This design comes from an exercise in tuning for small area, a short achievable clock period and few clock cycles on the open sky130 flow, not from production work.
The RTL was checked by simulation tests, not by an equivalence proof against the original design.
Power and IR drop assume default switching activity.

==> inputs of branch raven <==
==> flow/design.v (excerpt) <==
module l3_cache_top (
  input  logic         clk,
  input  logic         reset,
  input  logic [3:0]   port_valid,
  input  logic [3:0]   port_write,
  input  logic [63:0]  port_addr,
  input  logic [127:0] port_wdata,
  output logic [3:0]   port_ready,
  output logic         rsp_valid,
  output logic [1:0]   rsp_port,
  output logic         rsp_write,
  output logic [31:0]  rsp_data,
  input  logic         rsp_ready,
  output logic         mem_req_valid,
  output logic         mem_req_write,
  output logic [15:0]  mem_req_addr,
  output logic [31:0]  mem_req_data,
  input  logic         mem_req_ready,
  input  logic         mem_rsp_valid,
  input  logic [31:0]  mem_rsp_data
);
clock: 6.0 ns
lec_check: 0
cap_margin: 20
core_margin: 2
core_utilization: 50
setup_slack_margin: 3.1
slew_margin: 20
run.sh (not shown) runs the stock make flow with config.mk's settings and CLKGATE_MAP_FILE= SYNTH_SCRIPT=/design/flow/synth_recipe.tcl, a recipe that flattens the netlist after the stock synthesis.
==> branch yarrow: changes against branch raven <==
--- a/flow/design.v
+++ b/flow/design.v
@@ -5,17 +5,17 @@
   localparam int ADDR_W   = 16;
   localparam int DATA_W   = 32;
   localparam int INDEX_W  = 4;
   localparam int NUM_SETS = 16;
   localparam int TAG_W    = ADDR_W - INDEX_W;
   localparam int REQ_W    = 1 + ADDR_W + DATA_W + PORT_W;  
   localparam int RSP_DEPTH = 12;  
-  localparam int MEM_DEPTH = 3;   
+  localparam int MEM_DEPTH = 4;   
   localparam int RSP_CNT_W = 4;   
-  localparam int MEM_CNT_W = 2;   
+  localparam int MEM_CNT_W = 3;   
   localparam int RID_W     = 4;   
   localparam int RD_LIMIT  = 15;  
   typedef struct packed {
     logic              write;
     logic [ADDR_W-1:0] addr;
     logic [DATA_W-1:0] wdata;
     logic [PORT_W-1:0] port;
@@ -38,45 +38,44 @@
   input  logic                                 reset,
   input  logic [l3_cache_pkg::NUM_PORTS-1:0]   port_valid,
   input  logic [l3_cache_pkg::NUM_PORTS*l3_cache_pkg::REQ_W-1:0] port_req,  
   output logic [l3_cache_pkg::NUM_PORTS-1:0]   port_ready,
   input  logic                                 room,       
   output logic                                 accept,     
   output logic                                 granted,    
-  output logic                                 arb_valid,  
-  output l3_cache_pkg::l3_req_t                arb_req,    
+  output logic                                 arb_valid,
+  output l3_cache_pkg::l3_req_t                arb_req,
   output logic [l3_cache_pkg::ADDR_W-1:0]      nxt_addr    
 );
   localparam int NUM_PORTS = l3_cache_pkg::NUM_PORTS;
   localparam int PORT_W    = l3_cache_pkg::PORT_W;
   localparam int REQ_W     = l3_cache_pkg::REQ_W;
-  localparam int ADDR_W    = l3_cache_pkg::ADDR_W;
-  localparam int DATA_W    = l3_cache_pkg::DATA_W;
   typedef l3_cache_pkg::l3_req_t l3_req_t;
   logic [PORT_W-1:0]    last_port;    
   logic [PORT_W-1:0]    rdy_port;     
   logic [PORT_W-1:0]    base;
   logic [NUM_PORTS-1:0] cand;
   logic [NUM_PORTS-1:0] pick;
-  logic [PORT_W-1:0]    pick_port;
-  l3_req_t              pick_req;
-  logic                 armed_q;      
+  l3_req_t              acc_req;
   always_comb begin
     rdy_port = '0;
     for (int p = 0; p < NUM_PORTS; p++) begin
       if (port_ready[p]) begin
         rdy_port = PORT_W'(p);
       end
     end
   end
-  assign granted   = |port_ready;
-  assign accept    = |(port_valid & port_ready);
-  assign arb_valid = accept;
-  assign nxt_addr  = pick_req.addr;
-  assign cand = armed_q ? (port_valid & ~port_ready) : '0;
+  assign granted  = |port_ready;
+  assign nxt_addr = acc_req.addr;
+  assign accept  = |(port_valid & port_ready);
+  always_comb begin
+    acc_req      = port_req[rdy_port*REQ_W +: REQ_W];
+    acc_req.port = rdy_port;
+  end
+  assign cand = port_valid & ~port_ready;
   assign base = granted ? rdy_port : last_port;
   always_comb begin
     logic [PORT_W-1:0] c;
     logic              found;
     pick  = '0;
     found = 1'b0;
     for (int i = 1; i <= NUM_PORTS; i++) begin
@@ -86,44 +85,36 @@
         pick[c] = 1'b1;
       end
     end
   end
   always_ff @(posedge clk or posedge reset) begin
     if (reset) begin
       port_ready <= '0;
-      armed_q    <= 1'b0;
+      arb_valid  <= 1'b0;
       last_port  <= PORT_W'(NUM_PORTS - 1);  
     end else begin
       port_ready <= room ? pick : '0;
-      armed_q    <= 1'b1;
+      arb_valid  <= accept;
       last_port  <= base;
     end
   end
-  always_comb begin
-    pick_port = '0;
-    pick_req  = '0;
-    for (int p = 0; p < NUM_PORTS; p++) begin
-      if (pick[p]) begin
-        pick_port = PORT_W'(p);
-      end
-      pick_req = pick_req | (port_req[p*REQ_W +: REQ_W] & {REQ_W{pick[p]}});
-    end
-    pick_req.port = pick_port;
-  end
   always_ff @(posedge clk) begin
-    arb_req <= pick_req;
+    if (granted) begin
+      arb_req <= acc_req;
+    end
   end
 endmodule
 `default_nettype wire
 `default_nettype none
 module l3_lookup (
   input  logic                               clk,
   input  logic                               reset,
   input  logic                               arb_valid,
   input  l3_cache_pkg::l3_req_t              arb_req,
+  input  logic                               nxt_load,   
   input  logic [l3_cache_pkg::ADDR_W-1:0]    nxt_addr,   
   output logic                               miss_load,
   output logic                               miss_push,
   output logic                               miss_wb,
   output logic [l3_cache_pkg::TAG_W-1:0]     miss_wb_tag,
   output logic [l3_cache_pkg::DATA_W-1:0]    miss_wb_data,
   output logic [l3_cache_pkg::ADDR_W-1:0]    miss_addr,
@@ -151,60 +142,64 @@
   logic [NUM_SETS-1:0] dirty_q;
   logic [NUM_SETS-1:0] pend_q;
   logic [NUM_SETS-1:0] fnow_q;   
   logic [RID_W-1:0] alloc_q;   
   logic [RID_W-1:0] ret_q;     
   logic [RID_W-1:0] infl_q;    
   logic [NUM_SETS-1:0] sel_q;    
+  logic                hit_q;    
   logic [INDEX_W-1:0]  nxt_index;
+  logic [TAG_W-1:0]    nxt_tag;
   logic [NUM_SETS-1:0] nxt_sel;
-  logic [NUM_SETS-1:0] line_hit;
+  logic [NUM_SETS-1:0] nxt_hit;
   logic [TAG_W-1:0]    cur_tag;
   logic                hit;
   logic                miss;
   logic                rd_miss;
+  logic                same_line;
   logic [NUM_SETS-1:0][DATA_W+TAG_W+RID_W+2:0] line_all;
   logic [DATA_W+TAG_W+RID_W+2:0] line_sel;
   logic                line_valid;
   logic                line_dirty;
   logic                line_pend;
   logic [TAG_W-1:0]    line_tag;
   logic [RID_W-1:0]    line_prid;
   logic [DATA_W-1:0]   line_data;
   logic                line_ret;    
   logic [NUM_SETS-1:0] fill_hit;    
   logic [NUM_SETS-1:0]            pend_d;
   logic [NUM_SETS-1:0][RID_W-1:0] prid_d;
   logic [RID_W-1:0]               ret_d;
   assign nxt_index = nxt_addr[INDEX_W-1:0];
+  assign nxt_tag   = nxt_addr[ADDR_W-1:INDEX_W];
   assign cur_tag   = arb_req.addr[ADDR_W-1:INDEX_W];
   always_comb begin
     for (int i = 0; i < NUM_SETS; i++) begin
       nxt_sel[i] = (nxt_index == INDEX_W'(i));
+      nxt_hit[i] = valid_q[i] && (tag_q[i] == nxt_tag);
     end
   end
+  assign same_line = arb_valid && |(nxt_sel & sel_q);
   always_ff @(posedge clk) begin
-    sel_q <= nxt_sel;
+    if (nxt_load) begin
+      sel_q <= nxt_sel;
+      hit_q <= same_line ? (nxt_tag == cur_tag) : |(nxt_sel & nxt_hit);
+    end
   end
   always_comb begin
     for (int i = 0; i < NUM_SETS; i++) begin
       line_all[i] = {valid_q[i], dirty_q[i], pend_q[i], prid_q[i], tag_q[i], data_q[i]};
     end
   end
   l3_pick16 #(.W(DATA_W + TAG_W + RID_W + 3)) line_pick_i (
     .in (line_all), .sel (sel_q), .out (line_sel)
   );
   assign {line_valid, line_dirty, line_pend, line_prid, line_tag, line_data} = line_sel;
-  always_comb begin
-    for (int i = 0; i < NUM_SETS; i++) begin
-      line_hit[i] = valid_q[i] && (tag_q[i] == cur_tag);
-    end
-  end
-  assign hit      = |(sel_q & line_hit);
-  assign miss     = !hit;
+  assign hit      = hit_q;
+  assign miss     = !hit_q;
   assign rd_miss  = arb_valid && miss && !arb_req.write;
   assign fill_hit = mem_rsp_valid ? fnow_q : '0;
   assign line_ret = mem_rsp_valid && |(sel_q & fnow_q);
   assign ret_rid     = ret_q;
   assign rd_inflight = infl_q;
   assign miss_load    = arb_valid;
   assign miss_push    = arb_valid && miss;
@@ -551,21 +546,21 @@
   logic [RID_W-1:0]  rd_inflight;
   logic [l3_cache_pkg::MEM_CNT_W-1:0] mq_count;
   logic              mq_pop;
   logic [l3_cache_pkg::RSP_CNT_W-1:0] rq_count;
   logic              rq_pop;
   logic rq_fits, mq_fits, rd_fits;
   l3_fits #(.W(l3_cache_pkg::RSP_CNT_W), .LIMIT(RSP_DEPTH)) rq_fits_i (
-    .count (rq_count), .a (granted), .g (1'b0), .freed (rq_pop), .ok (rq_fits)
+    .count (rq_count), .a (arb_valid), .g (granted), .freed (rq_pop), .ok (rq_fits)
   );
   l3_fits #(.W(l3_cache_pkg::MEM_CNT_W), .LIMIT(MEM_DEPTH)) mq_fits_i (
-    .count (mq_count), .a (granted), .g (1'b0), .freed (mq_pop), .ok (mq_fits)
+    .count (mq_count), .a (arb_valid), .g (granted), .freed (mq_pop), .ok (mq_fits)
   );
   l3_fits #(.W(RID_W), .LIMIT(RD_LIMIT)) rd_fits_i (
-    .count (rd_inflight), .a (granted), .g (1'b0), .freed (mem_rsp_valid), .ok (rd_fits)
+    .count (rd_inflight), .a (arb_valid), .g (granted), .freed (mem_rsp_valid), .ok (rd_fits)
   );
   assign room = rq_fits && mq_fits && rd_fits;
   l3_req_arbiter arbiter_i (
     .clk        (clk),
     .reset      (reset),
     .port_valid (port_valid),
     .port_req   (port_req),
@@ -578,14 +573,15 @@
     .nxt_addr   (nxt_addr)
   );
   l3_lookup lookup_i (
     .clk           (clk),
     .reset         (reset),
     .arb_valid     (arb_valid),
     .arb_req       (arb_req),
+    .nxt_load      (granted),
     .nxt_addr      (nxt_addr),
     .miss_load     (miss_load),
     .miss_push     (miss_push),
     .miss_wb       (miss_wb),
     .miss_wb_tag   (miss_wb_tag),
     .miss_wb_data  (miss_wb_data),
     .miss_addr     (miss_addr),
- SETUP_SLACK_MARGIN: 3.1 -> 3.2
==> summary of the runs <==
Branch yarrow finished with timing, DRC and antenna clean. Branch raven passed the timing, DRC and antenna checks.
Against branch yarrow, the sequential cell count of branch raven is lower by 63.
Of branch yarrow and branch raven, branch yarrow has the higher synthesized cell count (gap 15%, measured against branch raven).
Between branch yarrow and branch raven, the lower total power is in branch yarrow (gap about 8%, measured against branch raven).
In branch yarrow the cell area is higher than in branch raven, by about 5.5%.
Testbench counts of branch raven, summed over its fixed seeds: cycles 2,293.
Testbench counts of branch yarrow, summed over its fixed seeds: cycles 2,359.


==> 07-27: inputs <==
l3_cache_top, a different RTL version from the one above (not shown whole).
## l3_cache_top
module l3_cache_top (
  input  logic         clk,
  input  logic         reset,
  input  logic [3:0]   port_valid,
  input  logic [3:0]   port_write,
  input  logic [63:0]  port_addr,
  input  logic [127:0] port_wdata,
  output logic [3:0]   port_ready,
  output logic         rsp_valid,
  output logic [1:0]   rsp_port,
  output logic         rsp_write,
  output logic [31:0]  rsp_data,
  input  logic         rsp_ready,
  output logic         mem_req_valid,
  output logic         mem_req_write,
  output logic [15:0]  mem_req_addr,
  output logic [31:0]  mem_req_data,
  input  logic         mem_req_ready,
  input  logic         mem_rsp_valid,
  input  logic [31:0]  mem_rsp_data
);
clock: 6.0 ns
lec_check: 0
cap_margin: 20
core_margin: 2
core_utilization: 40
setup_slack_margin: 2.5
slew_margin: 20
==> inputs of 08-14, as changes to 07-27 <==
--- a/flow/design.v
+++ b/flow/design.v
@@ -102,17 +102,16 @@
 endmodule
 `default_nettype wire
 `default_nettype none
 module l3_lookup (
   input  logic                               clk,
   input  logic                               reset,
   input  logic                               arb_valid,
   input  l3_cache_pkg::l3_req_t              arb_req,
-  output logic                               miss_load,
   output logic                               miss_push,
   output logic                               miss_wb,
   output logic [l3_cache_pkg::TAG_W-1:0]     miss_wb_tag,
   output logic [l3_cache_pkg::DATA_W-1:0]    miss_wb_data,
   output logic [l3_cache_pkg::ADDR_W-1:0]    miss_addr,
   output logic                               rq_push,
   output logic [l3_cache_pkg::PORT_W-1:0]    rq_port,
   output logic                               rq_write,
@@ -138,62 +137,35 @@
   logic [NUM_SETS-1:0] pend_q;
   logic [RID_W-1:0] alloc_q;   
   logic [RID_W-1:0] ret_q;     
   logic [ADDR_W-1:0]  cur_addr;
   logic [INDEX_W-1:0] cur_index;
   logic [TAG_W-1:0]   cur_tag;
   logic               hit;
   logic               miss;
-  logic [NUM_SETS-1:0] sel;       
-  logic [NUM_SETS-1:0] line_hit;
-  logic [NUM_SETS-1:0][2:0] flags;
-  logic [2:0]         line_flags;
-  logic               line_valid;
-  logic               line_dirty;
-  logic [TAG_W-1:0]   line_tag;
   logic               line_pend;
   logic [RID_W-1:0]   line_prid;
   logic [DATA_W-1:0]  line_data;
   logic               line_ret;    
   logic [NUM_SETS-1:0] fill_hit;   
   assign cur_addr  = arb_req.addr;
   assign cur_index = cur_addr[INDEX_W-1:0];
   assign cur_tag   = cur_addr[ADDR_W-1:INDEX_W];
-  always_comb begin
-    for (int i = 0; i < NUM_SETS; i++) begin
-      sel[i] = (cur_index == INDEX_W'(i));
-    end
-  end
-  l3_sel16 #(.W(TAG_W))  tag_sel_i  (.in(tag_q),   .sel(cur_index), .out(line_tag));
-  l3_sel16 #(.W(DATA_W)) data_sel_i (.in(data_q),  .sel(cur_index), .out(line_data));
-  l3_sel16 #(.W(RID_W))  prid_sel_i (.in(prid_q),  .sel(cur_index), .out(line_prid));
-  l3_sel16 #(.W(3))      flag_sel_i (.in(flags),   .sel(cur_index), .out(line_flags));
-  always_comb begin
-    for (int i = 0; i < NUM_SETS; i++) begin
-      flags[i] = {valid_q[i], dirty_q[i], pend_q[i]};
-    end
-  end
-  assign line_valid = line_flags[2];
-  assign line_dirty = line_flags[1];
-  assign line_pend  = line_flags[0];
-  always_comb begin
-    for (int i = 0; i < NUM_SETS; i++) begin
-      line_hit[i] = valid_q[i] && (tag_q[i] == cur_tag);
-    end
-  end
-  assign hit      = |(sel & line_hit);
-  assign miss     = !hit;
-  assign line_ret = |(sel & fill_hit);
+  assign hit       = valid_q[cur_index] && (tag_q[cur_index] == cur_tag);
+  assign miss      = !hit;
+  assign line_pend = pend_q[cur_index];
+  assign line_prid = prid_q[cur_index];
+  assign line_data = data_q[cur_index];
+  assign line_ret  = mem_rsp_valid && line_pend && (line_prid == ret_q);
   assign ret_rid     = ret_q;
   assign rd_inflight = alloc_q - ret_q;
-  assign miss_load    = arb_valid;
   assign miss_push    = arb_valid && miss;
-  assign miss_wb      = line_valid && line_dirty;
-  assign miss_wb_tag  = line_tag;
+  assign miss_wb      = valid_q[cur_index] && dirty_q[cur_index];
+  assign miss_wb_tag  = tag_q[cur_index];
   assign miss_wb_data = line_data;
   assign miss_addr    = cur_addr;
   assign rq_push  = arb_valid;
   assign rq_port  = arb_req.port;
   assign rq_write = arb_req.write;
   always_comb begin
     rq_data = line_data;
     rq_wait = 1'b0;
@@ -219,84 +191,58 @@
       valid_q <= '0;
       pend_q  <= '0;
       alloc_q <= '0;
       ret_q   <= '0;
     end else begin
       if (mem_rsp_valid) begin
         ret_q <= ret_q + 1'b1;
       end
-      if (arb_valid && miss) begin
-        alloc_q <= alloc_q + 1'b1;
-      end
-      for (int i = 0; i < NUM_SETS; i++) begin
-        if (arb_valid && sel[i]) begin
-          valid_q[i] <= 1'b1;
-          if (arb_req.write) begin
-            pend_q[i] <= 1'b0;
-          end else if (miss) begin
-            pend_q[i] <= 1'b1;
-          end else if (fill_hit[i]) begin
-            pend_q[i] <= 1'b0;
-          end
-        end else if (fill_hit[i]) begin
-          pend_q[i] <= 1'b0;
+      pend_q <= pend_q & ~fill_hit;
+      if (arb_valid) begin
+        if (miss) begin
+          alloc_q            <= alloc_q + 1'b1;
+          valid_q[cur_index] <= 1'b1;
+        end
+        if (arb_req.write) begin
+          pend_q[cur_index] <= 1'b0;
+        end else if (miss) begin
+          pend_q[cur_index] <= 1'b1;
         end
       end
     end
   end
   always_ff @(posedge clk) begin
     for (int i = 0; i < NUM_SETS; i++) begin
-      if (arb_valid && sel[i] && arb_req.write) begin
-        data_q[i] <= arb_req.wdata;
-      end else if (fill_hit[i]) begin
+      if (fill_hit[i]) begin
         data_q[i] <= mem_rsp_data;
       end
-      if (arb_valid && sel[i]) begin
-        tag_q[i]   <= cur_tag;
-        dirty_q[i] <= arb_req.write || (hit && dirty_q[i]);
-        if (miss && !arb_req.write) begin
-          prid_q[i] <= alloc_q;
-        end
-      end
     end
-  end
-endmodule
-module l3_sel16 #(
-  parameter int W = 1
-) (
-  input  logic [15:0][W-1:0] in,
-  input  logic [3:0]         sel,
-  output logic [W-1:0]       out
-);
-  logic [3:0][W-1:0] mid;
-  always_comb begin
-    for (int g = 0; g < 4; g++) begin
-      case (sel[1:0])
-        2'd0:    mid[g] = in[4*g];
-        2'd1:    mid[g] = in[4*g+1];
-        2'd2:    mid[g] = in[4*g+2];
-        default: mid[g] = in[4*g+3];
-      endcase
+    if (arb_valid) begin
+      if (miss) begin
+        tag_q[cur_index]   <= cur_tag;
+        dirty_q[cur_index] <= arb_req.write;
+      end else if (arb_req.write) begin
+        dirty_q[cur_index] <= 1'b1;
+      end
+      if (miss && !arb_req.write) begin
+        prid_q[cur_index] <= alloc_q;
+      end
+      if (arb_req.write) begin
+        data_q[cur_index] <= arb_req.wdata;
+      end
     end
-    case (sel[3:2])
-      2'd0:    out = mid[0];
-      2'd1:    out = mid[1];
-      2'd2:    out = mid[2];
-      default: out = mid[3];
-    endcase
   end
 endmodule
 `default_nettype wire
 `default_nettype none
 module l3_line_fill (
   input  logic                               clk,
   input  logic                               reset,
-  input  logic                               miss_load,   
-  input  logic                               miss_push,   
+  input  logic                               miss_push,
   input  logic                               miss_wb,
   input  logic [l3_cache_pkg::TAG_W-1:0]     miss_wb_tag,
   input  logic [l3_cache_pkg::DATA_W-1:0]    miss_wb_data,
   input  logic [l3_cache_pkg::ADDR_W-1:0]    miss_addr,
   output logic [l3_cache_pkg::MEM_CNT_W-1:0] mq_count,
   output logic                               mq_pop,
   output logic                               mem_req_valid,
   output l3_cache_pkg::mem_req_t             mem_req,
@@ -336,17 +282,17 @@
         rd_done_q <= 1'b0;
       end else if (take) begin
         rd_done_q <= 1'b1;
       end
     end
   end
   always_ff @(posedge clk) begin
     for (int i = 0; i < DEPTH; i++) begin
-      if (miss_load && (wr_pos == CNT_W'(i))) begin
+      if (miss_push && (wr_pos == CNT_W'(i))) begin
         addr_q[i]  <= miss_addr;
         wtag_q[i]  <= miss_wb_tag;
         wdata_q[i] <= miss_wb_data;
         wb_q[i]    <= miss_wb;
       end else if (mq_pop) begin
         if (i < DEPTH - 1) begin
           addr_q[i]  <= addr_q[i+1];
           wtag_q[i]  <= wtag_q[i+1];
@@ -455,17 +401,16 @@
   localparam int RSP_DEPTH = l3_cache_pkg::RSP_DEPTH;
   localparam int MEM_DEPTH = l3_cache_pkg::MEM_DEPTH;
   localparam int RD_LIMIT  = l3_cache_pkg::RD_LIMIT;
   typedef l3_cache_pkg::l3_req_t l3_req_t;
   logic    room;
   logic    accept;
   logic    arb_valid;
   l3_req_t arb_req;
-  logic              miss_load;
   logic              miss_push;
   logic              miss_wb;
   logic [TAG_W-1:0]  miss_wb_tag;
   logic [DATA_W-1:0] miss_wb_data;
   logic [ADDR_W-1:0] miss_addr;
   logic              rq_push;
   logic [PORT_W-1:0] rq_port;
   logic              rq_write;
@@ -496,17 +441,16 @@
     .arb_valid  (arb_valid),
     .arb_req    (arb_req)
   );
   l3_lookup lookup_i (
     .clk           (clk),
     .reset         (reset),
     .arb_valid     (arb_valid),
     .arb_req       (arb_req),
-    .miss_load     (miss_load),
     .miss_push     (miss_push),
     .miss_wb       (miss_wb),
     .miss_wb_tag   (miss_wb_tag),
     .miss_wb_data  (miss_wb_data),
     .miss_addr     (miss_addr),
     .rq_push       (rq_push),
     .rq_port       (rq_port),
     .rq_write      (rq_write),
@@ -516,17 +460,16 @@
     .mem_rsp_valid (mem_rsp_valid),
     .mem_rsp_data  (mem_rsp_data),
     .ret_rid       (ret_rid),
     .rd_inflight   (rd_inflight)
   );
   l3_line_fill line_fill_i (
     .clk           (clk),
     .reset         (reset),
-    .miss_load     (miss_load),
     .miss_push     (miss_push),
     .miss_wb       (miss_wb),
     .miss_wb_tag   (miss_wb_tag),
     .miss_wb_data  (miss_wb_data),
     .miss_addr     (miss_addr),
     .mq_count      (mq_count),
     .mq_pop        (mq_pop),
     .mem_req_valid (mem_req_valid),
==> flow/config.mk (replaced) <==
export PLATFORM = sky130hd
export DESIGN_NAME = l3_cache_top
export DESIGN_NICKNAME = l3_cache_top
export VERILOG_FILES = /design/flow/design.v
export SDC_FILE = /design/flow/constraint.sdc
export NUM_CORES = 4
export LEC_CHECK = 0
export CAP_MARGIN = 20
export CORE_MARGIN = 2
export CORE_UTILIZATION = 40
export SLEW_MARGIN = 20
==> qor_table.md <==
| Result | Reported |
|:---|:---|
| Final-stage net count | 7,884 |
| First-pass GRT wire length | 417,000 um |
| Fraction of met3 tracks used by global routing | 0.0405 |
| Result of the run | no timing/DRC/antenna violations |
| DP HPWL | 185,000 um |
| Crit Reg-Reg Startpoint | l3_top_i.arbiter_i.arb_req[34] |
| Post-synthesis sequential area ratio | 0.489 |
| Cell Chain, Critical Path | buf_4, mux4_2, nand2_1, and3_1, xnor2_1, or3_2, o21ai_4, clkinvlp_4, buf_12 |
| Non-clk bufs | 614 |
| Sequential cell area | 39,900 sq um |
| Main combinational cell family by area after synthesis | compound AO/OA/AOI/OAI gates |
[end of results for 08-14]
==> qor_table.md <==
| Result | Reported |
|:---|:---|
| Final-stage net count | 6,938 |
| Post-synthesis sequential area ratio | 0.550 |
| Main combinational cell family by area after synthesis | multiplexers |
| Result of the run | no timing/DRC/antenna violations |
| Cell Chain, Critical Path | clkdlybuf4s15_1, a22oi_2, nand2_4, ha_4, inv_6, ha_4, fa_2, inv_2, a21oi_2, nor2_1, nor2_2, ha_2, nor4b_2, nand3_1, a2111o_1, a221oi_2, nand4_1, buf_6, a221oi_4 |
| Crit Reg-Reg Startpoint | l3_top_i.arbiter_i.port_ready[2] |
| Fraction of met3 tracks used by global routing | 0.0361 |
| Non-clk bufs | 740 |
| DP HPWL | 173,000 um |
| First-pass GRT wire length | 394,000 um |
[end of results for 07-27]
Testbench counts of 07-27, summed over its fixed seeds: cycles 2,359.
Testbench counts of 08-14, summed over its fixed seeds: cycles 2,359.

-- what the ideal ports hide --
In the flow no input, the clock included, has a driving cell. The finished layouts below were timed again as built, in two steps.
Step 1 assumes that a clkbuf_16 drives the clock port and a buf_2 every other input.
Step 2 adds t to the input delays and takes it off the output delays; t is the mean of the earliest and latest rising clock arrival at the registers after step 1. Input paths then give back, and output paths get back, about the clock's delay inside the block.
a / b / c = ideal / step 1 / step 2; a / b = the first two.
run | shift t [ns] | slack for setup (ns) | worst setup path at the end | cell pins on the clock port's net
branch raven | 0.891 | 2.435 / 2.435 / 1.889 | input to register | 1
branch yarrow | 0.911 | 2.614 / 2.614 / 1.768 | input to register | 1
07-27 | 0.907 | 2.254 / 2.265 / 1.387 | input to register | 1
08-14 | 0.904 | 0.699 / 0.699 / 0.405 | input to register | 1
After both steps every run listed still meets setup and hold. For 07-27, which loses most, drivers alone change the setup slack by +0.011 ns; drivers and shift together by -0.867 ns.
